Context: an optimization exercise on an open-source flow, tuned for small area, a short achievable clock period and few clock cycles per item. The choices shown serve that exercise and are no tape-out recipe.
RTL that was checked went through simulation tests only; none was proved equivalent to the original.
For runs 1, 2 and 5, only the layout was checked, not whether the RTL still works.
No activity file was given, so power comes from the tool's default toggle rates. The flow treats the clock pin as an ideal source, which a real chip does not have.

[flow/config.mk]
export PLATFORM = sky130hd
export DESIGN_NAME = neural_filter_top
export DESIGN_NICKNAME = neural_filter_top
export VERILOG_FILES = /design/flow/design.v
export SDC_FILE = /design/flow/constraint.sdc
export NUM_CORES = 4
export LEC_CHECK = 0
export CAP_MARGIN = 20
export CORE_MARGIN = 2
export CORE_UTILIZATION = 45
export CTS_CLUSTER_DIAMETER = 80
export CTS_CLUSTER_SIZE = 30
export PLACE_DENSITY = 0.6
export SLEW_MARGIN = 20
[flow/constraint.sdc]
create_clock -name core_clock -period 14.0 [get_ports {bus_clk}]
set_input_delay 2.8000 -clock core_clock [delete_from_list [all_inputs] [get_ports {bus_clk}]]
set_output_delay 2.8000 -clock core_clock [all_outputs]
set_load 0.01 [all_outputs]
[flow/flow/run.sh]
#!/bin/bash
# Layout with the standard ORFS flow (standard.sh: standard synthesis,
# floorplan, power grid, placement, CTS, routing), changing only how it
# optimises:
#  - ports are buffered with buf_4 rather than the default buffer cell
#  - CTS clusters up to 30 sinks within 80 um and adds no dummy loads
#  - repair_timing works towards a setup slack of SETUP_SLACK_MARGIN
# The clock period and constraints are the standard flow's, unchanged.
set -euo pipefail
export BUFFER_PORTS_ARGS="-buffer_cell sky130_fd_sc_hd__buf_2"
export CTS_ARGS="-sink_clustering_enable -repair_clock_nets -sink_clustering_size 30 -sink_clustering_max_diameter 80 -dont_use_dummy_load"
export SETUP_SLACK_MARGIN=10.3
bash standard.sh finish > standard_flow.log 2>&1
[flow/standard.sh]
#!/bin/bash
# synth_recipe.tcl (not shown) runs the flow's synth.tcl, then flattens the netlist and writes it again
# the make line also repeats each setting of config.mk as NAME=value (left out here)
make -C /OpenROAD-flow-scripts/flow DESIGN_CONFIG=/design/flow/config.mk WORK_HOME=/design/flow/orfs CLKGATE_MAP_FILE= SYNTH_SCRIPT=/design/flow/synth_recipe.tcl "${@:-finish}"
[flow/design.v]
package neural_pkg;
  typedef logic signed [15:0] sample_t;
  typedef logic signed [31:0] mua_t;
  typedef logic [5:0] ch_t;
  typedef logic signed [7:0] coeff_t;
  localparam int FIR_TAPS = 4;
  localparam logic [FIR_TAPS*8-1:0] FIR_COEFFS = {
    -8'sd2,
    -8'sd1,
    8'sd1,
    8'sd2
  };
  localparam int RES_W = 19;
endpackage
module sync_fifo #(
  parameter int DATA_W = 19,
  parameter int DEPTH  = 16
) (
  input  logic              bus_clk,
  input  logic              rst_n,
  input  logic [DATA_W-1:0] in_data,
  input  logic              in_valid,
  input  logic [3:0]        pend_ch,
  input  logic              in_next,
  output logic              stall_next,
  output logic [DATA_W-1:0] out_data,
  output logic              out_sign,
  output logic [3:0]        out_channel,
  output logic              out_last,
  output logic              out_valid,
  input  logic              out_ready,
  output logic              overflow
);
  localparam int WIDTH = DATA_W + 4;
  localparam int PW = $clog2(DEPTH);
  localparam int CW = $clog2(DEPTH + 1);
  logic [DATA_W-1:0] pend;
  logic              pend_v;
  logic [WIDTH-1:0]  pend_word;
  logic [WIDTH-1:0] ring [DEPTH];
  logic [CW-1:0] n;
  logic [PW-1:0] twait;
  logic [PW-1:0] hwait;
  logic n_zero;
  logic full;
  logic at_tail;
  logic hold;
  logic ring_wr;
  logic lose;
  logic pend_v_d;
  logic overflow_d;
  logic [WIDTH-1:0] head_d;
  assign pend_word = {pend_ch, pend};
  assign n_zero  = (n == '0);
  assign full    = out_valid ? (n == CW'(DEPTH - 1)) : (n == CW'(DEPTH));
  assign at_tail = n_zero || (twait == '0);
  assign lose    = pend_v && full;
  assign hold    = pend_v && !full && !at_tail;
  assign ring_wr = pend_v && at_tail && (n != CW'(DEPTH));
  assign pend_v_d   = hold ? pend_v : in_valid;
  assign overflow_d = overflow || lose;
  assign head_d = ring_wr ? pend_word : ring[DEPTH-1];
  logic          load_c      [2];
  logic          out_valid_c [2];
  logic [CW-1:0] n_c         [2];
  logic [PW-1:0] twait_c     [2];
  logic [PW-1:0] hwait_c     [2];
  logic          stall_c     [2];
  for (genvar r = 0; r < 2; r++) begin : g_ready
    logic head_free;
    logic from_ring;
    logic from_pend;
    logic ring_push;
    logic full_d;
    assign head_free = !out_valid || (r == 1);
    assign from_ring = head_free && !n_zero && (hwait == '0);
    assign from_pend = head_free && n_zero && pend_v;
    assign ring_push = pend_v && !full && !from_pend && at_tail;
    assign load_c[r]      = from_ring || from_pend;
    assign out_valid_c[r] = from_ring || from_pend || (out_valid && (r == 0));
    assign n_c[r]         = ring_push ? (from_ring ? n : n + 1'b1)
                                      : (from_ring ? n - 1'b1 : n);
    assign twait_c[r]     = ring_push ? '0 : twait - 1'b1;
    assign hwait_c[r]     = (ring_push && n_zero) ? PW'(DEPTH - 1) :
                            from_ring             ? '0 : hwait - 1'b1;
    assign full_d     = out_valid_c[r] ? (n_c[r] == CW'(DEPTH - 1))
                                       : (n_c[r] == CW'(DEPTH));
    assign stall_c[r] = (pend_v_d && full_d) || (overflow_d && (in_next || pend_v_d));
  end
  assign stall_next = out_ready ? stall_c[1] : stall_c[0];
  always_ff @(posedge bus_clk) begin
    if (!hold) begin
      pend <= in_data;
    end
  end
  always_ff @(posedge bus_clk) begin
    for (int i = 1; i < DEPTH; i++) begin
      ring[i] <= ring[i-1];
    end
    ring[0] <= head_d;
  end
  always_ff @(posedge bus_clk or negedge rst_n) begin
    if (!rst_n) begin
      out_data    <= '0;
      out_channel <= '0;
      out_last    <= 1'b0;
    end else if (out_ready ? load_c[1] : load_c[0]) begin
      out_data    <= head_d[DATA_W-1:0];
      out_channel <= head_d[WIDTH-1:DATA_W];
      out_last    <= (head_d[WIDTH-1:DATA_W] == 4'hf);
    end
  end
  always_ff @(posedge bus_clk or negedge rst_n) begin
    if (!rst_n) begin
      out_sign <= 1'b0;
    end else if ((out_ready ? load_c[1] : load_c[0]) || !out_valid) begin
      out_sign <= head_d[DATA_W-1];
    end
  end
  always_ff @(posedge bus_clk or negedge rst_n) begin
    if (!rst_n) begin
      pend_v    <= 1'b0;
      n         <= '0;
      twait     <= '0;
      hwait     <= '0;
      out_valid <= 1'b0;
      overflow  <= 1'b0;
    end else begin
      pend_v    <= pend_v_d;
      n         <= out_ready ? n_c[1] : n_c[0];
      twait     <= out_ready ? twait_c[1] : twait_c[0];
      hwait     <= out_ready ? hwait_c[1] : hwait_c[0];
      out_valid <= out_ready ? out_valid_c[1] : out_valid_c[0];
      overflow  <= overflow_d;
    end
  end
endmodule
module fir_bandpass #(
  parameter int NUM_CH = 16
) (
  input  logic                          bus_clk,
  input  logic                          rst_n,
  input  logic [15:0]                   in_data,
  input  logic                          in_valid,
  output logic                          in_ready,
  input  logic                          stall_next,
  output logic                          taken,
  output logic [neural_pkg::RES_W-1:0]  out_data,
  output logic [3:0]                    pend_channel,
  output logic                          out_valid
);
  localparam int RES_W = neural_pkg::RES_W;
  logic [3:0]  next_ch;
  logic [3:0]  wait_cnt;
  logic [1:0]  frame;
  logic        v0;
  logic [15:0] r1 [NUM_CH];
  logic [15:0] r2 [NUM_CH];
  logic [15:0] r3 [NUM_CH];
  logic [15:0] x1, x2, x3;
  logic [RES_W-2:0] part;
  assign taken = in_valid && in_ready;
  logic busy;
  always_ff @(posedge bus_clk or negedge rst_n) begin
    if (!rst_n) begin
      busy <= 1'b0;
    end else begin
      busy <= !((taken || wait_cnt == 4'd1) && !stall_next);
    end
  end
  assign in_ready = !busy;
  always_ff @(posedge bus_clk or negedge rst_n) begin
    if (!rst_n) begin
      next_ch  <= '0;
      wait_cnt <= '0;
      frame    <= '0;
      v0       <= 1'b0;
    end else begin
      v0 <= taken;
      if (taken) begin
        next_ch <= next_ch + 1'b1;
        if (next_ch == 4'(NUM_CH - 1) && frame != 2'd3) begin
          frame <= frame + 1'b1;
        end
      end else begin
        wait_cnt <= wait_cnt - 1'b1;
      end
    end
  end
  always_ff @(posedge bus_clk) begin
    for (int i = 1; i < NUM_CH; i++) begin
      r1[i] <= r1[i-1];
      r2[i] <= r2[i-1];
      r3[i] <= r3[i-1];
    end
    if (taken) begin
      r1[0] <= in_data;
      r2[0] <= r1[NUM_CH-1];
      r3[0] <= r2[NUM_CH-1];
    end else begin
      r1[0] <= r1[NUM_CH-1];
      r2[0] <= r2[NUM_CH-1];
      r3[0] <= r3[NUM_CH-1];
    end
  end
  assign x1 = (frame >= 2'd1) ? r1[NUM_CH-1] : '0;
  assign x2 = (frame >= 2'd2) ? r2[NUM_CH-1] : '0;
  assign x3 = (frame >= 2'd3) ? r3[NUM_CH-1] : '0;
  logic signed [RES_W-2:0] p1, p2, p3;
  assign p1 = {{2{x1[15]}}, x1};
  assign p2 = {{2{x2[15]}}, x2};
  assign p3 = {{2{x3[15]}}, x3};
  always_ff @(posedge bus_clk) begin
    part <= p1 - p2 - (p3 <<< 1);
  end
  logic signed [RES_W-1:0] e0, ep;
  assign e0 = {{3{r1[0][15]}}, r1[0]};
  assign ep = {part[RES_W-2], part};
  assign out_data    = (e0 <<< 1) + ep;
  assign pend_channel = next_ch - (v0 ? 4'd2 : 4'd1);
  assign out_valid   = v0;
endmodule
module neural_filter_top (
  input  logic                bus_clk,
  input  logic                rst_n,
  input  logic [15:0]         sample,
  input  logic                sample_valid,
  output logic                sample_ready,
  output logic [31:0]         mua_data,
  output logic [5:0]          mua_channel,
  output logic                mua_last,
  output logic                mua_valid,
  input  logic                mua_ready,
  output logic                overflow
);
  localparam int NUM_CH    = 16;
  localparam int OUT_DEPTH = 16;
localparam int RES_W     = neural_pkg::RES_W;
  logic              taken;
  logic              out_stall;
  logic [RES_W-1:0]  fir_data;
  logic [3:0]        pend_channel;
  logic              fir_valid;
  logic [RES_W-1:0]  mua_res;
  logic [3:0]        mua_ch;
  logic              mua_sign;
  fir_bandpass #(
    .NUM_CH (NUM_CH)
  ) fir_band_pass (
    .bus_clk      (bus_clk),
    .rst_n        (rst_n),
    .in_data      (sample),
    .in_valid     (sample_valid),
    .in_ready     (sample_ready),
    .stall_next   (out_stall),
    .taken        (taken),
    .out_data     (fir_data),
    .pend_channel (pend_channel),
    .out_valid    (fir_valid)
  );
  sync_fifo #(
    .DATA_W (RES_W),
    .DEPTH  (OUT_DEPTH)
  ) mua_fifo (
    .bus_clk     (bus_clk),
    .rst_n       (rst_n),
    .in_data     (fir_data),
    .in_valid    (fir_valid),
    .pend_ch     (pend_channel),
    .in_next     (taken),
    .stall_next  (out_stall),
    .out_data    (mua_res),
    .out_sign    (mua_sign),
    .out_channel (mua_ch),
    .out_last    (mua_last),
    .out_valid   (mua_valid),
    .out_ready   (mua_ready),
    .overflow    (overflow)
  );
  assign mua_data    = {{7{mua_sign}}, {(25-RES_W){mua_res[RES_W-1]}}, mua_res};
  assign mua_channel = {2'b00, mua_ch};
endmodule
==> metrics.cfg, run 1 <==
[synth]
synthCells = 1969
synth-edff-count = 19
yosysSeqAreaShare_pct = 83.7
avgSynthCellArea_um2 = 15.2
synth_area_um2 = 29900
synth-main-ff-cell = dfxtp_1
yosys_warnings = 12
synth-seq-cells = 1226
ys_async_sr_fraction_pct = 4.32
yosysUniqueCellTypes = 70

[sta]
timing.slew.headroom_pct = 34.9
fin_skew_ns = 0.0647
rsz0062_at_grt = true
setup_tns_ns = 0
fmax_ghz = 0.248
period_share_pct = 28.8
drv_slew = 0
hold_viol_final = 0
worst_pin_slew_ns = 0.976
fin_crit_ns = 4.03
final-setup-viol-count = 0

[drt]
drc = 0
routed_via_density = 4.37
first_pass_iters = 5
first_iter_violations = 659
wirelength_mm = 41.0
postRouteAntennaNets = 0
vias = 12791
wire_per_inst_um = 14.0

[power_and_ir_drop]
ir_worst_vdd_uv = 100
p_leak_nw = 13.6
pwr_density_cell_nw_per_um2 = 221

[worst_setup_path]
crit_chain = buf_2
slowest_delay_ns = 0.46
crit_slowest_cell = dfrtp_2
worstSetupPathType = reg2out
start_kind = flip-flop
cp.required_ns = 11.20
worst-path-max-fanout = 8
cp_data_arrival_time_ns = 1.23
path_delay_family = flip-flops
endpoint_kind = output port
critical_path_buf_inv_count = 1

[cts]
insertion_delay_ns = 0.62
cts_buffers = 50
cts_tree = built
htreeDepth = 2
clkTransAtPathRegs_ns = 0.10
cts_sinks = 1226
clock_path_buffers = 3
cts_root_buf = clkbuf_16

[cells_and_area]
area_growth_syn_to_layout_pct = 9.57
fillers = 5559
diodes = 0
fin_util_pct = 49.8
drive_above_1_share_pct = 10.4
finalNonFillerCells = 2930
final_nets = 2154
layout_common_cells = 1154 x dfxtp_1, 187 x nand2_1, 59 x inv_1, 50 x clkbuf_16, 50 x buf_2
final_common_cell = dfxtp_1

[die]
fp.dieH_um = 262
fp.dieW_um = 262
row_count = 94
dieArea_um2 = 68400
coreArea_um2 = 65700
ioPinCount = 62
start_util_pct = 45.4

[run]
cap_violations = 0

[global_route]
grt_pass1_vias = 12320
grt_max_degree = 59
antenna_found_initial = 4
gr-total-overflow = 0
grt_pass1_wl_mm = 64.9
gr-usage-all-layers_pct = 12.1

[placement]
dpl.cell_count = 2851
io_buffers = 59
post-dp-hpwl_mm = 25.9
gp_congestion = 0.789

[min_path]
hp-class = reg2reg

[outcome]
status = timing/DRC/antenna clean

registers in the layout (all words and copies together) (netlist names), 5 cells and up:
signal and cells:
fir_band_pass.part 18, mua_fifo.out_data 19, mua_fifo.pend 19, fir_band_pass.r2 256, mua_fifo.ring 368, fir_band_pass.r1 256, mua_fifo.n 5, fir_band_pass.r3 256
stage by stage:
| step | hold slack (ns) | area (um2) | worst slack, ns | total power, W |
|---|---|---|---|---|
| global route | 0.283 | 32700 | 9.87 | 0.00761 |
| floorplan | 0.310 | 29900 | 10.14 | 0.00528 |
| finish | 0.281 | 32700 | 9.97 | 0.00722 |
| detailed placement | 0.312 | 31000 | 9.15 | 0.00564 |
| global placement | 0.310 | 31000 | 9.18 | 0.00558 |
| CTS | 0.283 | 32500 | 9.91 | 0.00726 |
worst paths after layout:
kind | slack [ns] | depth (start not counted) | to | start
min in group asynchronous | 2.33 | 2 | mua_fifo.out_data[7] | rst_n
setup reg to reg | 10.33 | 14 | fir_band_pass.part[17] | fir_band_pass.frame[1]
hold / removal | 0.28 | 0 | fir_band_pass.r3[12][1] | fir_band_pass.r3[11][1]
max in group asynchronous | 11.05 | 2 | fir_band_pass.frame[1] | rst_n
hold reg to reg | 0.28 | 0 | fir_band_pass.r3[12][1] | fir_band_pass.r3[11][1]
setup / recovery | 9.97 | 1 | mua_data[28] | mua_fifo.out_sign
power breakdown:
part | internal (W) | switching [W]
Sequential | 0.00428 | 0.000260
Clock | 0.000642 | 0.000934
Combinational | 0.000468 | 0.000632
Total | 0.00539 | 0.00183
cell families (layout without fill, tap and decap cells):
logic type	Yosys count	after routing	share of synthesized area [%]
flops	1226	1226	83.7
simple gates	348	349	5.48
compound gates	129	129	2.78
buf+inv	108	203	1.67
fa+ha+maj	66	66	3.22
mux	49	49	1.86
xor+xnor	42	42	1.26
other cells	1	2	0.0126
cells in the mapped netlist (5+ instances only):
cell | instances | area share, %
nand2_1 | 188 | 2.4
nand2b_1 | 17 | 0.36
mux2_1 | 12 | 0.45
buf_4 | 16 | 0.40
buf_2 | 8 | 0.13
and2_1 | 16 | 0.34
dfrtp_1 | 53 | 4.4
o31ai_1 | 6 | 0.15
o21ai_0 | 30 | 0.50
fa_1 | 18 | 1.2
mux2i_1 | 5 | 0.17
edfxtp_1 | 19 | 1.9
dfxtp_1 | 1154 | 77
inv_1 | 62 | 0.78
xor2_1 | 6 | 0.18
nor2b_1 | 22 | 0.46
nand3_1 | 9 | 0.15
ha_1 | 48 | 2.0
mux2_2 | 31 | 1.2
o21a_1 | 10 | 0.25
nor2_1 | 48 | 0.60
o21ai_1 | 8 | 0.13
clkbuf_1 | 15 | 0.19
a21oi_1 | 29 | 0.49
xnor2_1 | 35 | 1.0
a31oi_1 | 8 | 0.17
nor3_1 | 12 | 0.20
layer usage:
metal | GRT usage, % | up-vias | wire [um]
met5 | 0 | - | 13
met4 | 3.84 | 2 | 1010
met3 | 2.50 | 77 | 1710
met2 | 18.6 | 233 | 17900
met1 | 17.2 | 6059 | 20400
li1 | - | 6420 | -
area by class of cell:
cell class | count | area [um2] | area share (%)
multi-input cells | 637 | 4540 | 13.9
repair buffers | 91 | 607 | 1.85
clock buffers | 50 | 1250 | 3.82
flip-flops and latches | 1226 | 25000 | 76.4
well taps | 864 | 1080 | 3.30
inverters | 62 | 240 | 0.734
timing repair:
action,4_1_cts,5_1_grt
hold buffers,0,0
setup endpoints to repair,125,48
buffers inserted,19,9
hold endpoints to repair,0,0
pin swaps,4,11
cloned,1,0
gates resized for setup,25,24
==> run 2, diff against run 1 <==
--- a/flow/flow/run.sh
+++ b/flow/flow/run.sh
@@ -10,4 +10,4 @@
 export BUFFER_PORTS_ARGS="-buffer_cell sky130_fd_sc_hd__buf_2"
 export CTS_ARGS="-sink_clustering_enable -repair_clock_nets -sink_clustering_size 30 -sink_clustering_max_diameter 80 -dont_use_dummy_load"
-export SETUP_SLACK_MARGIN=10.3
+export SETUP_SLACK_MARGIN=9.7
 bash standard.sh finish > standard_flow.log 2>&1
==> metrics.cfg, run 2 <==
[worst_setup_path]
critical_path.startpoint = fir_band_pass.frame[1]
worst-path-max-fanout = 17
crit_chain = inv_1, ha_1, nand2b_1, fa_1, inv_1, ha_1, a211o_1, or4_1, nor2_1, nor3_1, a311o_1, a2111oi_1, nor3_1
crit-reg2reg-launch = fir_band_pass.frame[1]
slowest_delay_ns = 0.48
cp_data_arrival_time_ns = 4.64
crit_slowest_cell = dfrtp_1
critical_path_buf_inv_count = 2
path_delay_family = adder cells
worstSetupPathType = reg2reg
endpoint_kind = flip-flop
cp.required_ns = 14.48
start_kind = flip-flop

[global_route]
antenna_found_initial = 3
grt_max_degree = 59
gr-usage-all-layers_pct = 11.9
gr-total-overflow = 0
grt_pass1_wl_mm = 63.9
grt_pass1_vias = 12390

[drt]
first_pass_iters = 5
vias = 12586
wirelength_mm = 39.9
routed_via_density = 4.33
postRouteAntennaNets = 0
first_iter_violations = 637
wire_per_inst_um = 13.7
drc = 0

[sta]
drv_slew = 0
rsz0062_at_grt = true
timing.slew.headroom_pct = 21.7
fin_skew_ns = 0.0431
final-setup-viol-count = 0
hold_viol_final = 0
worst_pin_slew_ns = 1.17
whs_ns = 0.304
period_share_pct = 29.7
fmax_ghz = 0.241
fin_crit_ns = 4.16
setup_tns_ns = 0

[outcome]
status = timing/DRC/antenna clean

[cells_and_area]
largest_reg_flops = 368
area_growth_syn_to_layout_pct = 8.20
fillers = 5518
drive_above_1_share_pct = 8.19
final_nets = 2127
final_common_cell = dfxtp_1
layout_common_cells = 1154 x dfxtp_1, 187 x nand2_1, 61 x inv_1, 59 x buf_2, 52 x dfrtp_1
finalNonFillerCells = 2904
max_flop_register = mua_fifo.ring

[power_and_ir_drop]
p_comb_share_pct = 14.1
p_leak_nw = 13.5
seqPwrFrac_pct = 63.9
power_switching_w = 0.00177
pwr-share-clk_pct = 22.0
pwr_density_cell_nw_per_um2 = 220
switching_share_pct = 25.0
internal_power_w = 0.00534
ir_worst_vdd_uv = 94.4
finalPower_w = 0.00711

[synth]
avgSynthCellArea_um2 = 15.2
yosys_warnings = 12
synth-main-ff-cell = dfxtp_1
yosysMostFrequentCell = dfxtp_1
yosysSeqAreaShare_pct = 83.7
synth-edff-count = 19
synthTopCellsByArea = dfxtp_1 77%, dfrtp_1 4.4%, nand2_1 2.4%
yosysTopAreaCell = dfxtp_1
synth_area_um2 = 29900
synth_top_area_share_pct = 77.4
synthCells = 1969
yosysUniqueCellTypes = 70
netlist_top_cells_count = 1154 x dfxtp_1, 188 x nand2_1, 62 x inv_1
ys_async_sr_fraction_pct = 4.32
synth-seq-cells = 1226

[die]
fp.dieH_um = 262
ioPinCount = 62
dieArea_um2 = 68400
fp.dieW_um = 262
start_util_pct = 45.4
row_count = 94
coreArea_um2 = 65700

[cts]
clock_path_buffers = 3
insertion_delay_ns = 0.61
clkTransAtPathRegs_ns = 0.10
cts_sinks = 1226
cts_tree = built
cts_root_buf = clkbuf_16
cts_buffers = 49
htreeDepth = 2

[placement]
dpl.cell_count = 2852
post-dp-hpwl_mm = 25.9
io_buffers = 59
gp_congestion = 0.799

[min_path]
hp-class = reg2reg
hp-start = fir_band_pass.r3[14][1]

[run]
cap_violations = 0

==> run 2: cells by family (layout without fill, tap and decap cells) <==
family | Yosys count | after routing | share of synthesized area [%]
muxes | 49 | 49 | 1.86
AOI/OAI and AO/OA | 129 | 129 | 2.78
and+or+nand+nor | 348 | 348 | 5.48
xor gates and xnor gates | 42 | 42 | 1.26
other | 1 | 3 | 0.0126
buffers and inverters | 108 | 177 | 1.67
DFF | 1226 | 1226 | 83.7
adders and majority gates | 66 | 66 | 3.22
==> run 2: worst paths after layout <==
path                                           endpoint  slack [ns]  depth (start not counted)
min in group asynchronous          mua_fifo.out_data[3]        2.36                          2
worst min register to register  fir_band_pass.r3[15][1]        0.30                          0
max in group asynchronous            mua_fifo.out_valid       11.06                          2
worst min-delay path            fir_band_pass.r3[15][1]        0.30                          0
worst max register to register   fir_band_pass.part[17]        9.84                         13
worst max-delay path             fir_band_pass.part[17]        9.84                         13
==> run 2: stage by stage <==
stage               setup WS [ns]  utilization, %  cell area, um2
floorplan                    9.78               -           29900
global placement             9.22            47.2           31000
detailed placement           9.18            47.2           31000
CTS                          9.65            49.1           32300
global route                 9.60            49.1           32300
finish                       9.84            49.1           32300
==> run 2: repair_timing <==
action | in CTS | in global routing
buffers inserted | 0 | 2
hold buffers | 0 | 0
endpoints found under the setup margin | 4 | 6
hold endpoints to repair | 0 | 0
pin swaps | 0 | 1
resized for setup | 2 | 5
==> run 2: power by group through the flow <==
| stage | Sequential (W) | Clock [W] | Combinational (W) |
|---|---|---|---|
| floorplan | 0.00450 | 0 | 0.000774 |
| CTS | 0.00456 | 0.00162 | 0.00102 |
| finish | 0.00454 | 0.00156 | 0.00101 |
| detailed placement | 0.00463 | 0 | 0.00101 |
| global route | 0.00462 | 0.00174 | 0.00114 |
| global placement | 0.00460 | 0 | 0.000967 |
==> run 2: area by class of cell <==
class | instances | area, um2 | share of cell area (%)
flip-flops and latches | 1226 | 25000 | 77.4
repair buffers | 66 | 380 | 1.18
diodes | 1 | 2.50 | 0.00774
clock buffers | 49 | 1230 | 3.79
multi-input cells | 636 | 4390 | 13.6
well taps | 864 | 1080 | 3.35
inverters | 62 | 235 | 0.728
==> run 2: per-layer routing <==
metal	track usage (%)	share of wire [%]
met3	2.00	3.5
met5	0	0
met4	4.34	2.4
met1	17.0	51
met2	18.2	43
==> run 3, diff against run 2 <==
--- a/flow/design.v
+++ b/flow/design.v
@@ -100,10 +100,6 @@
     ring[0] <= head_d;
   end
-  always_ff @(posedge bus_clk or negedge rst_n) begin
-    if (!rst_n) begin
-      out_data    <= '0;
-      out_channel <= '0;
-      out_last    <= 1'b0;
-    end else if (out_ready ? load_c[1] : load_c[0]) begin
+  always_ff @(posedge bus_clk) begin
+    if (out_ready ? load_c[1] : load_c[0]) begin
       out_data    <= head_d[DATA_W-1:0];
       out_channel <= head_d[WIDTH-1:DATA_W];
@@ -111,8 +107,6 @@
     end
   end
-  always_ff @(posedge bus_clk or negedge rst_n) begin
-    if (!rst_n) begin
-      out_sign <= 1'b0;
-    end else if ((out_ready ? load_c[1] : load_c[0]) || !out_valid) begin
+  always_ff @(posedge bus_clk) begin
+    if ((out_ready ? load_c[1] : load_c[0]) || !out_valid) begin
       out_sign <= head_d[DATA_W-1];
     end
--- a/flow/flow/run.sh
+++ b/flow/flow/run.sh
@@ -10,4 +10,4 @@
 export BUFFER_PORTS_ARGS="-buffer_cell sky130_fd_sc_hd__buf_2"
 export CTS_ARGS="-sink_clustering_enable -repair_clock_nets -sink_clustering_size 30 -sink_clustering_max_diameter 80 -dont_use_dummy_load"
-export SETUP_SLACK_MARGIN=9.7
+export SETUP_SLACK_MARGIN=10
 bash standard.sh finish > standard_flow.log 2>&1
==> metrics.cfg, run 3 <==
[outcome]
status = timing/DRC/antenna clean

[worst_setup_path]
crit_chain = buf_6, buf_2
r2r_end = fir_band_pass.part[15]
start_kind = flip-flop
endpoint_kind = output port
crit-reg2reg-launch = fir_band_pass.frame[0]
cp.required_ns = 11.20
worstSetupPathType = reg2out
crit_slowest_cell = edfxtp_1
worst-path-max-fanout = 7
cp_data_arrival_time_ns = 1.29
reg2reg_slack_ns = 10.25
slowest_delay_ns = 0.39
reg2reg_depth = 16

[cells_and_area]
final_nets = 2104
largest_reg_flops = 368
area_growth_syn_to_layout_pct = 8.57
final_common_cell = dfxtp_1
fillers = 5457
max_flop_register = mua_fifo.ring
stdcell_area_um2 = 32200
drive_above_1_share_pct = 8.18
layout_common_cells = 1154 x dfxtp_1, 185 x nand2_1, 57 x inv_1, 51 x buf_2, 48 x clkbuf_16

[die]
coreArea_um2 = 65500
row_count = 94
fp.dieW_um = 261
start_util_pct = 45.3
dieArea_um2 = 68000
fp.dieH_um = 261
ioPinCount = 62

[synth]
synth_top_area_share_pct = 77.8
synth-edff-count = 44
synthCells = 1940
ys_async_sr_fraction_pct = 2.28
yosysTopAreaCell = dfxtp_1
yosysSeqAreaShare_pct = 84.7
yosys_warnings = 12
synth-main-ff-cell = dfxtp_1
synth_area_um2 = 29700
avgSynthCellArea_um2 = 15.3
yosysMostFrequentCell = dfxtp_1
yosysUniqueCellTypes = 66
synth-seq-cells = 1226
synthTopCellsByArea = dfxtp_1 78%, edfxtp_1 4.5%, dfrtp_1 2.4%
netlist_top_cells_count = 1154 x dfxtp_1, 186 x nand2_1, 59 x inv_1

[sta]
fin_crit_ns = 4.09
drv_slew = 0
rsz0062_at_grt = true
fin_skew_ns = 0.0545
period_share_pct = 29.2
fmax_ghz = 0.245
setup_slack_ns = 9.91
final-setup-viol-count = 0
setup_tns_ns = 0
worst_pin_slew_ns = 1.01
timing.slew.headroom_pct = 32.3
hold_viol_final = 0

[cts]
cts_tree = built
cts_buffers = 48
htreeDepth = 2
insertion_delay_ns = 0.62
clkTransAtPathRegs_ns = 0.10
cts_sinks = 1226
clock_path_buffers = 3
cts_root_buf = clkbuf_16

[min_path]
hold_path_end = fir_band_pass.r2[7][15]
hp-class = reg2reg
min_path_cells = 0
hp-start = fir_band_pass.r2[6][15]

[drt]
first_iter_violations = 809
vias = 12388
wirelength_mm = 39.0
postRouteAntennaNets = 0
routed_via_density = 4.30
drc = 0
first_pass_iters = 5
wire_per_inst_um = 13.5

[global_route]
use_met1_pct = 16.7
grt_max_degree = 59
gr-total-overflow = 0
antenna_found_initial = 2
grt.busiest_layer = met2
grt_pass1_vias = 12072
grt_use_met3_pct = 2.46
gr-usage-all-layers_pct = 11.6
grt_use_met2_pct = 17.9
grt_pass1_wl_mm = 62.5

[placement]
pre_cts_ws_ns = 9.66
io_buffers = 59
gp_congestion = 0.836
post-dp-hpwl_mm = 24.6
placed_cell_area_um2 = 30900

[run]
cap_violations = 0

[power_and_ir_drop]
p_leak_nw = 13.2
ir_worst_vdd_uv = 86.9
pwr_density_cell_nw_per_um2 = 217

[run 3: cell type report]
cell class	instances	area [um2]	area share, %
clock buffer	48	1200	3.73
inverter	59	221	0.687
tap	864	1080	3.36
timing repair buffer	71	440	1.37
antenna	2	5.00	0.0155
sequential	1226	25100	78.0
multi-input combinational	612	4150	12.9
[run 3: logic make-up after synthesis]
| group | synth area share (%) |
|---|---|
| flops | 84.7 |
| simple gates | 5.69 |
| compound gates | 2.67 |
| buf+inv | 1.52 |
| fa+ha+maj | 3.24 |
| xor+xnor | 1.17 |
| mux | 1.05 |
| other cells | 0.0126 |
[run 3: what timing repair did]
item,4_1_cts,5_1_grt
resized for setup,6,16
endpoints found under the setup margin,34,39
setup buffers,1,6
hold buffers,0,0
[run 3: worst max path at each step]
stage	from	end	slack, ns	depth (start not counted)
after global routing	mua_fifo.out_data[18]	mua_data[22]	9.82	1
after global placement	sample_valid	fir_band_pass.frame[1]	9.67	8
after CTS	mua_fifo.out_sign	mua_data[28]	9.80	1
final	mua_fifo.out_sign	mua_data[28]	9.91	2
after detailed placement	mua_ready	mua_fifo.out_data[11]	9.66	3
after floorplan	mua_ready	mua_fifo.out_channel[0]	10.02	4
[run 3: stage by stage]
step / power [W] / hold WS, ns / util [%] / instances
floorplan: 0.00515 / 0.310 / - / 1941
global placement: 0.00546 / 0.310 / 47.1 / 2825
detailed placement: 0.00550 / 0.312 / 47.1 / 2825
CTS: 0.00705 / 0.290 / 49.0 / 2874
global route: 0.00737 / 0.295 / 49.2 / 2880
finish: 0.00700 / 0.289 / 49.2 / 2882
[run 3: power by group]
part	leakage, nW	internal (W)	switching [W]
clock network	0.592	0.000618	0.000926
registers	10.1	0.00419	0.000230
logic	2.50	0.000431	0.000604
[run 3: worst max-delay path: cells and delay by family, from the launching register on]
family,cells,cell delay [ns]
buffers and inverters,2,0.30
flip-flops,1,0.39
[run 3: routing by layer]
layer / wire length [um] / share of wire [%] / up-vias
li1: - / - / 6285
met1: 20100 / 52 / 5841
met2: 16600 / 42 / 198
met3: 1490 / 3.8 / 64
met4: 848 / 2.2 / 0
met5: 0 / 0 / -
Testbench counts of run 3, summed over its fixed seeds: cycles 6,168, items 6,144.
==> run 4, diff against run 3 <==
==> flow/flow/run.sh (replaced) <==
#!/bin/bash
# Layout with the standard ORFS flow (standard.sh: standard synthesis,
# floorplan, power grid, placement, CTS, routing), changing only how it
# optimises:
#  - ports are buffered with buf_4 rather than the default buffer cell
#  - CTS clusters up to 34 sinks within 85 um and adds no dummy loads
#  - repair_timing works towards a setup slack of SETUP_SLACK_MARGIN
# The clock period and constraints are the standard flow's, unchanged.
set -euo pipefail
export BUFFER_PORTS_ARGS="-buffer_cell sky130_fd_sc_hd__buf_2"
export CTS_ARGS="-sink_clustering_enable -repair_clock_nets -sink_clustering_size 34 -sink_clustering_max_diameter 85 -dont_use_dummy_load"
export SETUP_SLACK_MARGIN=10
bash standard.sh finish > standard_flow.log 2>&1
==> metrics.cfg, run 4 <==
[worst_setup_path]
worstSetupPathType = reg2out
worst-path-max-fanout = 7
cp.required_ns = 11.20
endpoint_kind = output port
cp_data_arrival_time_ns = 1.29
start_kind = flip-flop

[placement]
gp_congestion = 0.836
pre_cts_ws_ns = 9.66
post-dp-hpwl_mm = 24.6
placed_cell_area_um2 = 30900
io_buffers = 59

[synth]
yosysSeqAreaShare_pct = 84.7
yosys.area_share.simple_pct = 5.69
synth-xor-area-share_pct = 1.17
yosysMostFrequentCell = dfxtp_1
synth-edff-count = 44
synth_area_um2 = 29700
synth-main-ff-cell = dfxtp_1
synthCells = 1940
yosysUniqueCellTypes = 66
ys_async_sr_fraction_pct = 2.28
synth-seq-cells = 1226
synth_compound_area_share_pct = 2.67
synth_top_area_share_pct = 77.8
yosys_warnings = 12
netlist_top_cells_count = 1154 x dfxtp_1, 186 x nand2_1, 59 x inv_1
avgSynthCellArea_um2 = 15.3
synth_top_family_by_area = simple AND/OR/NAND/NOR gates
yosysTopAreaCell = dfxtp_1
synth_fa_ha_area_share_pct = 3.24
synthTopCellsByArea = dfxtp_1 78%, edfxtp_1 4.5%, dfrtp_1 2.4%
muxShareOfSynthArea_pct = 1.05

[drt]
wirelength_mm = 38.7
drc = 0
first_iter_violations = 761
routed_via_density = 4.29
wire_per_inst_um = 13.5
vias = 12349
first_pass_iters = 5
postRouteAntennaNets = 0

[power_and_ir_drop]
finalPower_w = 0.00693
pwr_density_cell_nw_per_um2 = 216
ir_worst_vdd_uv = 84.5
seqPwrFrac_pct = 63.8
switching_share_pct = 25.2
power_switching_w = 0.00175
pwr-share-clk_pct = 21.3
internal_power_w = 0.00518
p_leak_nw = 13.2
p_comb_share_pct = 14.9

[die]
fp.dieW_um = 261
fp.dieH_um = 261
coreArea_um2 = 65500
dieArea_um2 = 68000
start_util_pct = 45.3
ioPinCount = 62
row_count = 94

[sta]
rsz0062_at_grt = true
fin_skew_ns = 0.0619
fmax_ghz = 0.244
final-setup-viol-count = 0
drv_slew = 0
setup_slack_ns = 9.91
setup_tns_ns = 0
worst_pin_slew_ns = 0.998
hold_viol_final = 0
fin_crit_ns = 4.09
period_share_pct = 29.2
timing.slew.headroom_pct = 33.2

[run]
cap_violations = 0

[min_path]
hp-class = reg2reg

[cts]
insertion_delay_ns = 0.62
clock_path_buffers = 3
htreeDepth = 2
cts_buffers = 43
clkTransAtPathRegs_ns = 0.11
cts_tree = built
cts_root_buf = clkbuf_16
cts_sinks = 1226

[cells_and_area]
largest_reg_flops = 368
max_flop_register = mua_fifo.ring
stdcell_area_um2 = 32100
fin_util_pct = 49.0
multi_input_area_um2 = 4150
fillers = 5464
ff_latch_area_um2 = 25100
final_nets = 2099
layout_common_cells = 1154 x dfxtp_1, 185 x nand2_1, 57 x inv_1, 52 x buf_2, 46 x ha_1
final_common_cell = dfxtp_1
area_growth_syn_to_layout_pct = 8.13
drive_above_1_share_pct = 7.96

[global_route]
grt_pass1_wl_mm = 62.4
gr-usage-all-layers_pct = 11.6
gr-total-overflow = 0
grt_pass1_vias = 11972
antenna_found_initial = 3
grt_max_degree = 59

[outcome]
status = timing/DRC/antenna clean

-- run 4: cell counts after synthesis --
Identical to the previous run, type by type.
-- run 4: power groups by stage --
stage                     clock network [W]  registers, W  logic [W]
after floorplan                           0       0.00441   0.000744
after CTS                           0.00154       0.00444   0.000995
final                               0.00147       0.00442    0.00103
after detailed placement                  0       0.00451   0.000987
after global routing                0.00165       0.00449    0.00115
after global placement                    0       0.00450   0.000962
-- run 4: path summary, 6_finish.rpt --
kind	startpoint	to	slack (ns)	cells after the start
worst min-delay path	mua_fifo.ring[2][19]	mua_fifo.ring[3][19]	0.29	0
worst min register to register	mua_fifo.ring[2][19]	mua_fifo.ring[3][19]	0.29	0
worst max-delay path	mua_fifo.out_sign	mua_data[28]	9.91	2
min in group asynchronous	rst_n	mua_fifo.n[0]	2.22	1
worst max register to register	fir_band_pass.frame[0]	fir_band_pass.part[15]	10.23	16
max in group asynchronous	rst_n	mua_fifo.out_valid	11.25	1
-- run 4: cell families (layout without fill, tap and decap cells) --
family | Yosys count | in the layout
flops | 1226 | 1226
simple gates | 355 | 355
compound gates | 123 | 123
buf+inv | 103 | 173
fa+ha+maj | 66 | 66
xor+xnor | 38 | 38
mux | 28 | 28
other cells | 1 | 4
-- run 4: what timing repair did --
action                     CTS  global route
buffers inserted             1             6
gates resized for setup      6            15
hold buffers                 0             0
setup endpoints to repair   30            38
-- run 4: layout make-up --
class                      count  area share, %
antenna                        2         0.0156
clock buffer                  43           3.35
inverter                      59          0.690
multi-input combinational    612           12.9
sequential                  1226           78.3
tap                          864           3.37
timing repair buffer          71           1.35
-- run 4: metal layers --
metal / global-route usage [%] / routed length (um) / vias to the layer above / share of wire [%]
met5: 0 / 0 / - / 0
met4: 3.43 / 869 / 0 / 2.2
met3: 2.33 / 1390 / 61 / 3.6
met2: 17.7 / 16400 / 179 / 42
met1: 16.7 / 20100 / 5837 / 52
li1: - / - / 6272 / -
-- run 4: worst max-delay path, cell delays in order (launching register included) --
cell      delay, ns
edfxtp_1       0.40
buf_6          0.16
buf_2          0.14
-- run 4: metrics by stage --
stage,cells,hold WS [ns]
after detailed placement,2825,0.312
after floorplan,1941,0.310
after CTS,2869,0.287
after global placement,2825,0.310
final,2877,0.288
after global routing,2875,0.290
==> run 5, diff against run 4 <==
--- a/flow/design.v
+++ b/flow/design.v
@@ -61,32 +61,16 @@
   assign overflow_d = overflow || lose;
   assign head_d = ring_wr ? pend_word : ring[DEPTH-1];
-  logic          load_c      [2];
-  logic          out_valid_c [2];
-  logic [CW-1:0] n_c         [2];
-  logic [PW-1:0] twait_c     [2];
-  logic [PW-1:0] hwait_c     [2];
-  logic          stall_c     [2];
-  for (genvar r = 0; r < 2; r++) begin : g_ready
-    logic head_free;
-    logic from_ring;
-    logic from_pend;
-    logic ring_push;
-    logic full_d;
-    assign head_free = !out_valid || (r == 1);
-    assign from_ring = head_free && !n_zero && (hwait == '0);
-    assign from_pend = head_free && n_zero && pend_v;
-    assign ring_push = pend_v && !full && !from_pend && at_tail;
-    assign load_c[r]      = from_ring || from_pend;
-    assign out_valid_c[r] = from_ring || from_pend || (out_valid && (r == 0));
-    assign n_c[r]         = ring_push ? (from_ring ? n : n + 1'b1)
-                                      : (from_ring ? n - 1'b1 : n);
-    assign twait_c[r]     = ring_push ? '0 : twait - 1'b1;
-    assign hwait_c[r]     = (ring_push && n_zero) ? PW'(DEPTH - 1) :
-                            from_ring             ? '0 : hwait - 1'b1;
-    assign full_d     = out_valid_c[r] ? (n_c[r] == CW'(DEPTH - 1))
-                                       : (n_c[r] == CW'(DEPTH));
-    assign stall_c[r] = (pend_v_d && full_d) || (overflow_d && (in_next || pend_v_d));
-  end
-  assign stall_next = out_ready ? stall_c[1] : stall_c[0];
+  logic head_free;
+  logic from_ring;
+  logic from_pend;
+  logic ring_push;
+  logic load;
+  assign head_free = !out_valid || out_ready;
+  assign from_ring = head_free && !n_zero && (hwait == '0);
+  assign from_pend = head_free && n_zero && pend_v;
+  assign ring_push = pend_v && !full && !from_pend && at_tail;
+  assign load      = from_ring || from_pend;
+  assign stall_next = (pend_v_d && (n >= CW'(DEPTH - 2)))
+                   || (overflow_d && (in_next || pend_v_d));
   always_ff @(posedge bus_clk) begin
     if (!hold) begin
@@ -101,5 +85,5 @@
   end
   always_ff @(posedge bus_clk) begin
-    if (out_ready ? load_c[1] : load_c[0]) begin
+    if (load) begin
       out_data    <= head_d[DATA_W-1:0];
       out_channel <= head_d[WIDTH-1:DATA_W];
@@ -108,5 +92,5 @@
   end
   always_ff @(posedge bus_clk) begin
-    if ((out_ready ? load_c[1] : load_c[0]) || !out_valid) begin
+    if (load || !out_valid) begin
       out_sign <= head_d[DATA_W-1];
     end
@@ -122,8 +106,18 @@
     end else begin
       pend_v    <= pend_v_d;
-      n         <= out_ready ? n_c[1] : n_c[0];
-      twait     <= out_ready ? twait_c[1] : twait_c[0];
-      hwait     <= out_ready ? hwait_c[1] : hwait_c[0];
-      out_valid <= out_ready ? out_valid_c[1] : out_valid_c[0];
+      if (ring_push && !from_ring) begin
+        n <= n + 1'b1;
+      end else if (from_ring && !ring_push) begin
+        n <= n - 1'b1;
+      end
+      twait     <= ring_push ? '0 : twait - 1'b1;
+      if (ring_push && n_zero) begin
+        hwait <= PW'(DEPTH - 1);
+      end else if (from_ring) begin
+        hwait <= '0;
+      end else begin
+        hwait <= hwait - 1'b1;
+      end
+      out_valid <= load || (out_valid && !out_ready);
       overflow  <= overflow_d;
     end
==> metrics.cfg, run 5 <==
[outcome]
status = timing/DRC/antenna clean

[die]
ioPinCount = 62
dieArea_um2 = 67300
row_count = 93
start_util_pct = 45.5
fp.dieW_um = 259
coreArea_um2 = 64500
fp.dieH_um = 259

[power_and_ir_drop]
seqPwrFrac_pct = 65.5
p_leak_nw = 13.0
switching_share_pct = 23.9
pwr-share-clk_pct = 21.9
pwr_density_cell_nw_per_um2 = 210
ir_worst_vdd_uv = 83.9
power_switching_w = 0.00160
p_comb_share_pct = 12.6
internal_power_w = 0.00509

[cells_and_area]
largest_reg_flops = 368
multi_input_area_um2 = 3880
fillers = 5433
ff_latch_area_um2 = 25100
stdcell_area_um2 = 31800
final_common_cell = dfxtp_1
final_nets = 1947
fin_util_pct = 49.3
drive_above_1_share_pct = 11.2
layout_common_cells = 1154 x dfxtp_1, 67 x inv_1, 59 x buf_2, 57 x mux2_2, 48 x ha_1
area_growth_syn_to_layout_pct = 8.33
max_flop_register = mua_fifo.ring

[synth]
synth-main-ff-cell = dfxtp_1
synthCells = 1771
yosysUniqueCellTypes = 60
netlist_top_cells_count = 1154 x dfxtp_1, 69 x inv_1, 57 x mux2_2
yosys_warnings = 6
avgSynthCellArea_um2 = 16.6
yosysSeqAreaShare_pct = 85.6
yosysMostFrequentCell = dfxtp_1
synth_area_um2 = 29400
synthTopCellsByArea = dfxtp_1 79%, edfxtp_1 4.5%, dfrtp_1 2.4%
yosysTopAreaCell = dfxtp_1
synth-edff-count = 44
synth_top_area_share_pct = 78.7
ys_async_sr_fraction_pct = 2.28
synth-seq-cells = 1226

[sta]
fmax_ghz = 0.245
timing.slew.headroom_pct = 47.8
rsz0062_at_grt = true
setup_tns_ns = 0
hold_viol_final = 0
period_share_pct = 29.2
final-setup-viol-count = 0
worst_pin_slew_ns = 0.782
fin_skew_ns = 0.0432
fin_crit_ns = 4.08
drv_slew = 0

[global_route]
gr-total-overflow = 0
antenna_found_initial = 3
grt_pass1_vias = 11394
grt.busiest_layer = met2
grt_use_met2_pct = 16.8
gr-usage-all-layers_pct = 11.1
grt_use_met3_pct = 2.34
grt_pass1_wl_mm = 59.4
grt_max_degree = 62
use_met1_pct = 16.0

[worst_setup_path]
cp.required_ns = 14.49
worstSetupPathType = in2reg
endpoint_kind = flip-flop
cp_data_arrival_time_ns = 4.57
worst-path-max-fanout = 4
start_kind = input port

[placement]
gp_congestion = 0.773
io_buffers = 59
post-dp-hpwl_mm = 22.8
placed_cell_area_um2 = 30600

[drt]
vias = 11370
first_iter_violations = 437
first_pass_iters = 4
routed_via_density = 4.19
wirelength_mm = 36.7
wire_per_inst_um = 13.5
drc = 0
postRouteAntennaNets = 0

[cts]
htreeDepth = 2
clock_path_buffers = 3
cts_hold_buf = 0
cts_sinks = 1226
cts_tree = built
cts_root_buf = clkbuf_16
clkTransAtPathRegs_ns = 0.11
insertion_delay_ns = 0.61
cts_buffers = 42

[min_path]
hp-class = reg2reg

[run]
cap_violations = 0

run 5: changes by cell type in the layout (fill, tap and decap cells not counted), sizes merged, moves of 4 or more:
cell    before  now
mux2i        7    3
inv         59   69
nor2        47   24
a211oi      11    4
nand3       14    7
o21a        13    7
and3         6    0
o21ai       34   24
nand2      186   30
a21oi       27   32
a21o         5   11
mux2        21   69
run 5: worst paths after layout:
kind | from | to | slack, ns | cells after the start
min reg2reg | fir_band_pass.r2[6][6] | fir_band_pass.r2[7][6] | 0.29 | 0
max reg2reg | fir_band_pass.frame[1] | fir_band_pass.part[14] | 10.31 | 13
min in group asynchronous | rst_n | mua_fifo.twait[3] | 2.21 | 1
min | fir_band_pass.r2[6][6] | fir_band_pass.r2[7][6] | 0.29 | 0
max in group asynchronous | rst_n | fir_band_pass.wait_cnt[1] | 11.35 | 1
max | mua_ready | mua_fifo.n[4] | 9.92 | 12
run 5: layer usage:
| metal | up-vias | routed length (um) |
|---|---|---|
| li1 | 5800 | - |
| met1 | 5401 | 19000 |
| met2 | 120 | 15700 |
| met3 | 49 | 1270 |
| met4 | 0 | 792 |
| met5 | - | 0 |
run 5: worst max-delay path, stage by stage:
cell     delay, ns
buf_2         0.11
nor2b_4       0.16
nand2_2       0.09
a21oi_4       0.19
ha_4          0.18
inv_4         0.05
fa_2          0.36
a21o_1        0.18
a21oi_2       0.12
xnor2_1       0.13
nor2_1        0.07
xor2_1        0.13
run 5: cells by family after synthesis:
family | synth area share, %
buf+inv | 1.53
simple gates | 2.80
flops | 85.6
mux | 2.89
fa+ha+maj | 3.43
compound gates | 2.55
xor+xnor | 1.19
other cells | 0.0128
run 5: area by class of cell:
type                            instances  share of cell area (%)
Inverter                               69                   0.822
Sequential cell                      1226                    79.0
Antenna cell                            1                 0.00787
Clock buffer                           42                    3.31
Multi-Input combinational cell        446                    12.2
Tap cell                              855                    3.36
Timing Repair Buffer                   73                    1.27
run 5: timing repair:
item,in CTS,in global routing
endpoints found under the setup margin,38,42
cloned,0,0
gates resized for setup,5,8
pin swaps,2,6
buffers inserted,3,8
run 5: power groups by stage:
stage	clock [W]	combinational (W)	sequential (W)
6_report	0.00146	0.000841	0.00438
5_1_grt	0.00164	0.000940	0.00445
4_1_cts	0.00152	0.000821	0.00439
3_5_place_dp	0	0.000803	0.00446
3_3_place_gp	0	0.000774	0.00445
2_1_floorplan	0	0.000608	0.00437
run 5: metrics by stage:
stage / power (W) / hold slack [ns] / cells / setup slack (ns)
6_report: 0.00668 / 0.286 / 2712 / 9.92
5_1_grt: 0.00703 / 0.285 / 2711 / 9.84
4_1_cts: 0.00674 / 0.286 / 2703 / 9.91
3_5_place_dp: 0.00526 / 0.312 / 2658 / 9.12
3_3_place_gp: 0.00522 / 0.310 / 2658 / 9.13
2_1_floorplan: 0.00498 / 0.310 / 1772 / 9.40
==> run 6, diff against run 5 <==
--- a/flow/design.v
+++ b/flow/design.v
@@ -71,4 +71,20 @@
   assign ring_push = pend_v && !full && !from_pend && at_tail;
   assign load      = from_ring || from_pend;
+  logic [CW-1:0] n_inc;
+  logic [CW-1:0] n_dec;
+  logic          push_free;
+  logic          push_busy;
+  logic          read_free;
+  logic          read_busy;
+  logic [CW-1:0] n_d;
+  assign n_inc     = n + 1'b1;
+  assign n_dec     = n - 1'b1;
+  assign read_free = !n_zero && (hwait == '0);
+  assign read_busy = !out_valid && read_free;
+  assign push_free = pend_v && !full && !n_zero && at_tail;
+  assign push_busy = pend_v && !full && !(!out_valid && n_zero) && at_tail;
+  assign n_d = out_ready
+             ? (push_free ? (read_free ? n : n_inc) : (read_free ? n_dec : n))
+             : (push_busy ? (read_busy ? n : n_inc) : (read_busy ? n_dec : n));
   assign stall_next = (pend_v_d && (n >= CW'(DEPTH - 2)))
                    || (overflow_d && (in_next || pend_v_d));
@@ -106,9 +122,5 @@
     end else begin
       pend_v    <= pend_v_d;
-      if (ring_push && !from_ring) begin
-        n <= n + 1'b1;
-      end else if (from_ring && !ring_push) begin
-        n <= n - 1'b1;
-      end
+      n         <= n_d;
       twait     <= ring_push ? '0 : twait - 1'b1;
       if (ring_push && n_zero) begin
==> metrics.cfg, run 6 <==
[synth]
synth-main-ff-cell = dfxtp_1
avgSynthCellArea_um2 = 16.5
yosysUniqueCellTypes = 64
yosysMostFrequentCell = dfxtp_1
synthTopCellsByArea = dfxtp_1 79%, edfxtp_1 4.5%, dfrtp_1 2.4%
yosysTopAreaCell = dfxtp_1
synth_area_um2 = 29400
yosys_warnings = 6
yosysSeqAreaShare_pct = 85.5
ys_async_sr_fraction_pct = 2.28
synthCells = 1784
synth-seq-cells = 1226
netlist_top_cells_count = 1154 x dfxtp_1, 62 x inv_1, 49 x ha_1
synth_top_area_share_pct = 78.7
synth-edff-count = 44

[worst_setup_path]
worstSetupPathType = reg2out
cp_data_arrival_time_ns = 1.24
critical_path_buf_inv_count = 1
crit_slowest_cell = edfxtp_1
start_kind = flip-flop
reg2reg_slack_ns = 10.29
crit-reg2reg-launch = fir_band_pass.frame[1]
cp.required_ns = 11.20
reg2reg_depth = 10
r2r_end = fir_band_pass.part[16]
worst-path-max-fanout = 7
path_delay_family = flip-flops
endpoint_kind = output port
crit_chain = buf_2
slowest_delay_ns = 0.47

[cells_and_area]
finalNonFillerCells = 2716
final_common_cell = dfxtp_1
multi_input_area_um2 = 3840
ff_latch_area_um2 = 25100
area_growth_syn_to_layout_pct = 7.99
largest_reg_flops = 368
fillers = 5398
final_nets = 1950
drive_above_1_share_pct = 9.30
layout_common_cells = 1154 x dfxtp_1, 61 x inv_1, 56 x buf_2, 49 x ha_1, 48 x mux2_2
max_flop_register = mua_fifo.ring
diodes = 0

[placement]
gp_congestion = 0.817
dpl.cell_count = 2668
pre_cts_ws_ns = 9.47
post-dp-hpwl_mm = 23.8
io_buffers = 59

[min_path]
hold_path_end = fir_band_pass.r3[2][14]
hp-class = reg2reg
min_path_cells = 0
hp-start = fir_band_pass.r3[1][14]

[cts]
clkTransAtPathRegs_ns = 0.11
insertion_delay_ns = 0.61
cts_hold_buf = 0
cts_tree = built
htreeDepth = 2
cts_sinks = 1226
clock_path_buffers = 3
cts_buffers = 43
cts_root_buf = clkbuf_16

[sta]
final-setup-viol-count = 0
rsz0062_at_grt = true
fin_skew_ns = 0.0619
hold_viol_final = 0
worst_pin_slew_ns = 0.994
fmax_ghz = 0.247
timing.slew.headroom_pct = 33.3
fin_crit_ns = 4.04
whs_ns = 0.293
drv_slew = 0
period_share_pct = 28.9
setup_slack_ns = 9.96
setup_tns_ns = 0

[drt]
postRouteAntennaNets = 0
wire_per_inst_um = 13.7
drc = 0
first_pass_iters = 4
wirelength_mm = 37.2
vias = 11486
routed_via_density = 4.23
first_iter_violations = 649

[global_route]
antenna_found_initial = 2
grt_pass1_vias = 11336
gr-total-overflow = 0
grt_pass1_wl_mm = 59.3
gr-usage-all-layers_pct = 11.1
grt_max_degree = 62

[run]
cap_violations = 0

[die]
row_count = 93
fp.dieW_um = 259
ioPinCount = 62
start_util_pct = 45.6
coreArea_um2 = 64500
fp.dieH_um = 259
dieArea_um2 = 67300

[outcome]
status = timing/DRC/antenna clean

[power_and_ir_drop]
p_leak_nw = 12.9
ir_worst_vdd_uv = 84.3
pwr_density_cell_nw_per_um2 = 212
finalPower_w = 0.00673

[run 6: cell count changes in the layout (fill, tap and decap cells not counted), sizes merged, moves of 4 or more]
| cell | change |
|---|---|
| inv | -8 |
| nor2 | +7 |
| nor3 | -7 |
| buf | -6 |
| o21bai | -4 |
| xnor2 | +4 |
[run 6: repair_timing]
item,4_1_cts,5_1_grt
setup endpoints to repair,32,38
setup buffers,1,4
pin swaps,0,0
resized for setup,1,3
gates cloned,0,0
[run 6: cells by family (layout without fill, tap and decap cells)]
kind of cell    Yosys count  after routing  share of synthesized area (%)
compound gates          112            112                           2.49
buf+inv                  96            172                           1.47
simple gates            166            166                           3.12
flops                  1226           1226                           85.5
other cells               1              2                         0.0128
mux                      70             70                           2.67
xor+xnor                 46             46                           1.37
fa+ha+maj                67             67                           3.31
[run 6: area by class of cell]
cell class | instances | area share, %
sequential | 1226 | 79.2
clock buffer | 43 | 3.39
timing repair buffer | 67 | 1.18
tap | 855 | 3.37
multi-input combinational | 463 | 12.1
inverter | 62 | 0.734
[run 6: how the worst max path moves through the flow]
stage / start / to / depth (start not counted)
2_1_floorplan: mua_ready / mua_fifo.n[3] / 7
3_3_place_gp: sample_valid / fir_band_pass.frame[1] / 7
3_5_place_dp: sample_valid / fir_band_pass.frame[1] / 6
4_1_cts: mua_fifo.out_data[18] / mua_data[21] / 1
5_1_grt: mua_fifo.out_data[18] / mua_data[19] / 1
6_report: mua_fifo.out_data[18] / mua_data[21] / 1
[run 6: power breakdown]
group	switching [W]	total, W	internal, W
logic	0.000446	0.000817	0.000371
registers	0.000234	0.00444	0.00420
clock network	0.000920	0.00148	0.000559
total	0.00160	0.00673	0.00513
[run 6: metrics by stage]
stage,util (%),area (um2)
final,49.2,31700
after global routing,49.2,31700
after CTS,49.1,31700
after detailed placement,47.4,30600
after global placement,47.4,30600
after floorplan,-,29400
[run 6: layer usage]
layer,routed length [um],share of wire [%],up-vias,global-route usage (%)
met5,0,0,-,0
met4,791,2.1,0,3.21
met3,1070,2.9,62,2.24
met2,16100,43,110,17.5
met1,19200,52,5485,15.7
li1,-,-,5829,-
Testbench counts of run 6, summed over its fixed seeds: cycles 6,168, items 6,144.
==> run 7, diff against run 6 <==
--- a/flow/design.v
+++ b/flow/design.v
@@ -41,5 +41,5 @@
   logic [CW-1:0] n;
   logic [PW-1:0] twait;
-  logic [PW-1:0] hwait;
+  logic          at_head;
   logic n_zero;
   logic full;
@@ -55,4 +55,5 @@
   assign full    = out_valid ? (n == CW'(DEPTH - 1)) : (n == CW'(DEPTH));
   assign at_tail = n_zero || (twait == '0);
+  assign at_head = !n_zero && (twait == n[PW-1:0]);
   assign lose    = pend_v && full;
   assign hold    = pend_v && !full && !at_tail;
@@ -67,5 +68,5 @@
   logic load;
   assign head_free = !out_valid || out_ready;
-  assign from_ring = head_free && !n_zero && (hwait == '0);
+  assign from_ring = head_free && at_head;
   assign from_pend = head_free && n_zero && pend_v;
   assign ring_push = pend_v && !full && !from_pend && at_tail;
@@ -80,5 +81,5 @@
   assign n_inc     = n + 1'b1;
   assign n_dec     = n - 1'b1;
-  assign read_free = !n_zero && (hwait == '0);
+  assign read_free = at_head;
   assign read_busy = !out_valid && read_free;
   assign push_free = pend_v && !full && !n_zero && at_tail;
@@ -117,5 +118,4 @@
       n         <= '0;
       twait     <= '0;
-      hwait     <= '0;
       out_valid <= 1'b0;
       overflow  <= 1'b0;
@@ -124,11 +124,4 @@
       n         <= n_d;
       twait     <= ring_push ? '0 : twait - 1'b1;
-      if (ring_push && n_zero) begin
-        hwait <= PW'(DEPTH - 1);
-      end else if (from_ring) begin
-        hwait <= '0;
-      end else begin
-        hwait <= hwait - 1'b1;
-      end
       out_valid <= load || (out_valid && !out_ready);
       overflow  <= overflow_d;
--- a/flow/flow/run.sh
+++ b/flow/flow/run.sh
@@ -3,5 +3,5 @@
 # floorplan, power grid, placement, CTS, routing), changing only how it
 # optimises:
-#  - ports are buffered with buf_4 rather than the default buffer cell
+#  - ports are buffered with buf_2 rather than the default buffer cell
 #  - CTS clusters up to 34 sinks within 85 um and adds no dummy loads
 #  - repair_timing works towards a setup slack of SETUP_SLACK_MARGIN
--- a/flow/config.mk
+++ b/flow/config.mk
@@ -9,6 +9,5 @@
 export CORE_MARGIN = 2
 export CORE_UTILIZATION = 45
-export CTS_CLUSTER_DIAMETER = 80
-export CTS_CLUSTER_SIZE = 30
+export GPL_TIMING_DRIVEN = 0
 export PLACE_DENSITY = 0.6
 export SLEW_MARGIN = 20
==> metrics.cfg, run 7 <==
[global_route]
antenna_found_initial = 0
grt_max_degree = 35
grt_use_met3_pct = 2.23
grt.busiest_layer = met2
gr-usage-all-layers_pct = 11.7
use_met1_pct = 16.7
gr-total-overflow = 0
grt_use_met2_pct = 18.5
grt_pass1_vias = 11672
grt_pass1_wl_mm = 61.4

[worst_setup_path]
slowest_delay_ns = 0.51
start_kind = flip-flop
crit_chain = buf_4, buf_6
worstSetupPathType = reg2out
cp_data_arrival_time_ns = 1.41
crit_slowest_cell = edfxtp_1
endpoint_kind = output port
worst-path-max-fanout = 7
cp.required_ns = 11.20

[sta]
fin_skew_ns = 0.0318
final-setup-viol-count = 0
drv_slew = 0
worst_pin_slew_ns = 1.01
fmax_ghz = 0.238
rsz0062_at_grt = true
setup_tns_ns = 0
period_share_pct = 30.1
fin_crit_ns = 4.21
hold_viol_final = 0
timing.slew.headroom_pct = 32.8

[drt]
first_iter_violations = 612
first_pass_iters = 5
vias = 11852
wire_per_inst_um = 13.7
routed_via_density = 4.20
wirelength_mm = 38.8
drc = 0
postRouteAntennaNets = 0

[cts]
clock_path_buffers = 3
cts_sinks = 1222
clkTransAtPathRegs_ns = 0.11
cts_tree = built
insertion_delay_ns = 0.61
htreeDepth = 2
cts_root_buf = clkbuf_16
cts_buffers = 42

[power_and_ir_drop]
switching_share_pct = 23.1
power_switching_w = 0.00142
pwr-share-clk_pct = 23.8
p_leak_nw = 13.2
seqPwrFrac_pct = 65.4
pwr_density_cell_nw_per_um2 = 193
internal_power_w = 0.00472
ir_worst_vdd_uv = 84.9
p_comb_share_pct = 10.8

[synth]
synth_compound_area_share_pct = 2.56
yosysMostFrequentCell = dfxtp_1
synth_top_area_share_pct = 79.1
yosysUniqueCellTypes = 65
synth-main-ff-cell = dfxtp_1
synth-edff-count = 44
avgSynthCellArea_um2 = 15.7
synth-seq-cells = 1222
ys_async_sr_fraction_pct = 1.96
yosysSeqAreaShare_pct = 85.7
synth_fa_ha_area_share_pct = 3.25
synthTopCellsByArea = dfxtp_1 79%, edfxtp_1 4.5%, nand2_1 2.3%
synthCells = 1861
synth_top_family_by_area = simple AND/OR/NAND/NOR gates
synth-xor-area-share_pct = 1.38
yosys.area_share.simple_pct = 4.75
netlist_top_cells_count = 1154 x dfxtp_1, 178 x nand2_1, 65 x inv_1
yosys_warnings = 6
muxShareOfSynthArea_pct = 0.784
synth_area_um2 = 29200
yosysTopAreaCell = dfxtp_1

[cells_and_area]
fin_util_pct = 49.5
max_flop_register = mua_fifo.ring
largest_reg_flops = 368
diodes = 0
layout_common_cells = 1154 x dfxtp_1, 178 x nand2_1, 64 x inv_1, 46 x buf_2, 45 x ha_1
final_nets = 2053
final_common_cell = dfxtp_1
drive_above_1_share_pct = 8.95
area_growth_syn_to_layout_pct = 9.04

[die]
row_count = 93
fp.dieW_um = 259
ioPinCount = 62
coreArea_um2 = 64300
dieArea_um2 = 66900
fp.dieH_um = 259
start_util_pct = 45.4

[placement]
gp_congestion = 0.773
io_buffers = 59
post-dp-hpwl_mm = 25.9

[run]
cap_violations = 0

[min_path]
hp-class = reg2reg

[outcome]
status = timing/DRC/antenna clean

[run 7: path summary, 6_finish.rpt]
check,to,slack (ns),cells after the start,start
worst min register to register,fir_band_pass.r2[13][9],0.31,0,fir_band_pass.r2[12][9]
worst max register to register,fir_band_pass.part[12],10.05,14,fir_band_pass.frame[1]
worst min-delay path,fir_band_pass.r2[13][9],0.31,0,fir_band_pass.r2[12][9]
worst max-delay path,mua_data[21],9.79,2,mua_fifo.out_data[18]
min in group asynchronous,mua_fifo.n[2],2.18,1,rst_n
max in group asynchronous,mua_fifo.out_valid,11.42,1,rst_n
[run 7: cell families after synthesis]
family | count (synthesis)
AO/OA/AOI/OAI | 108
XOR/XNOR | 46
adder cells (fa/ha/maj) | 65
buffers and inverters | 101
flip-flops | 1222
multiplexers | 20
other | 1
AND/OR/NAND/NOR | 298
[run 7: stage by stage]
step                setup WS [ns]  power, W  area [um2]  cells  hold slack (ns)
floorplan                    9.89   0.00450       29200   1862            0.310
CTS                          9.76   0.00620       31800   2820            0.302
finish                       9.79   0.00613       31800   2821            0.307
detailed placement           9.22   0.00474       30600   2777            0.312
global route                 9.71   0.00643       31800   2821            0.310
global placement             9.21   0.00469       30600   2776            0.310
[run 7: worst max-delay path, delay by kind of cell (launching register included)]
kind     cells  cell delay [ns]
buf+inv      2             0.30
flops        1             0.51
[run 7: power by group through the flow]
stage / Combinational [W] / Clock (W) / Sequential, W
3_3_place_gp: 0.000609 / 0 / 0.00409
3_5_place_dp: 0.000642 / 0 / 0.00410
2_1_floorplan: 0.000444 / 0 / 0.00405
5_1_grt: 0.000737 / 0.00163 / 0.00405
4_1_cts: 0.000664 / 0.00152 / 0.00402
6_report: 0.000662 / 0.00146 / 0.00401
[run 7: layout make-up]
class / instances / area (um2)
fillers: 5329 / 32500
flip-flops and latches: 1222 / 25000
multi-input cells: 539 / 3780
well taps: 855 / 1070
clock buffers: 42 / 1050
repair buffers: 62 / 438
inverters: 65 / 244
plain buffers: 36 / 230
[run 7: what timing repair did]
| action | in CTS | in global routing |
|---|---|---|
| pin swaps | 0 | 1 |
| endpoints found under the setup margin | 44 | 52 |
| resized for setup | 23 | 17 |
| endpoints found under the hold margin | 0 | 0 |
| hold buffers | 0 | 0 |
| setup buffers | 1 | 1 |
[run 7: per-layer routing]
layer / wire length, um / vias up
met2: 17000 / 125
met5: 0 / -
li1: - / 6033
met1: 19900 / 5640
met4: 739 / 0
met3: 1140 / 54
Testbench counts of run 7, summed over its fixed seeds: cycles 6,168, items 6,144.

[what the ideal ports hide]
The flow's constraints put no driver on any port. The routed layouts listed below were extracted and timed again, unchanged, in two steps.
Step 1 (the two cells are an assumption about what drives the block):
set clk [get_ports {bus_clk}]
set_driving_cell -lib_cell sky130_fd_sc_hd__clkbuf_16 $clk
set_driving_cell -lib_cell sky130_fd_sc_hd__buf_2 [delete_from_list [all_inputs] $clk]
Step 2 also shifts input and output timing later by t, the mid clock arrival at the registers, as if the neighbouring blocks saw the same clock.
Slacks: ideal / step 1 / step 2; pairs: ideal / step 1.
run	shift t [ns]	slack for setup (ns)	worst hold slack (ns)	worst setup path at the end	worst data-port slew with drivers (ns)
run 1	0.643	9.968 / 9.909 / 9.790	0.281 / 0.281 / 0.281	input to register	0.07
run 2	0.646	9.844 / 9.817 / 9.530	0.304 / 0.304 / 0.304	input to register	0.03
run 3	0.651	9.911 / 9.850 / 9.719	0.289 / 0.289 / 0.289	input to register	0.10
run 4	0.642	9.907 / 9.849 / 9.686	0.288 / 0.288 / 0.288	input to register	0.10
run 5	0.643	9.918 / 9.905 / 9.308	0.286 / 0.286 / 0.286	input to register	0.03
run 6	0.635	9.959 / 9.902 / 9.511	0.293 / 0.293 / 0.293	input to register	0.05
run 7	0.647	9.791 / 9.730 / 9.643	0.307 / 0.307 / 0.307	input to register	0.03
After both steps setup and hold are still met in every run listed. The setup slack of run 5, which loses most, moves by -0.013 ns with the drivers and by -0.610 ns with both steps.
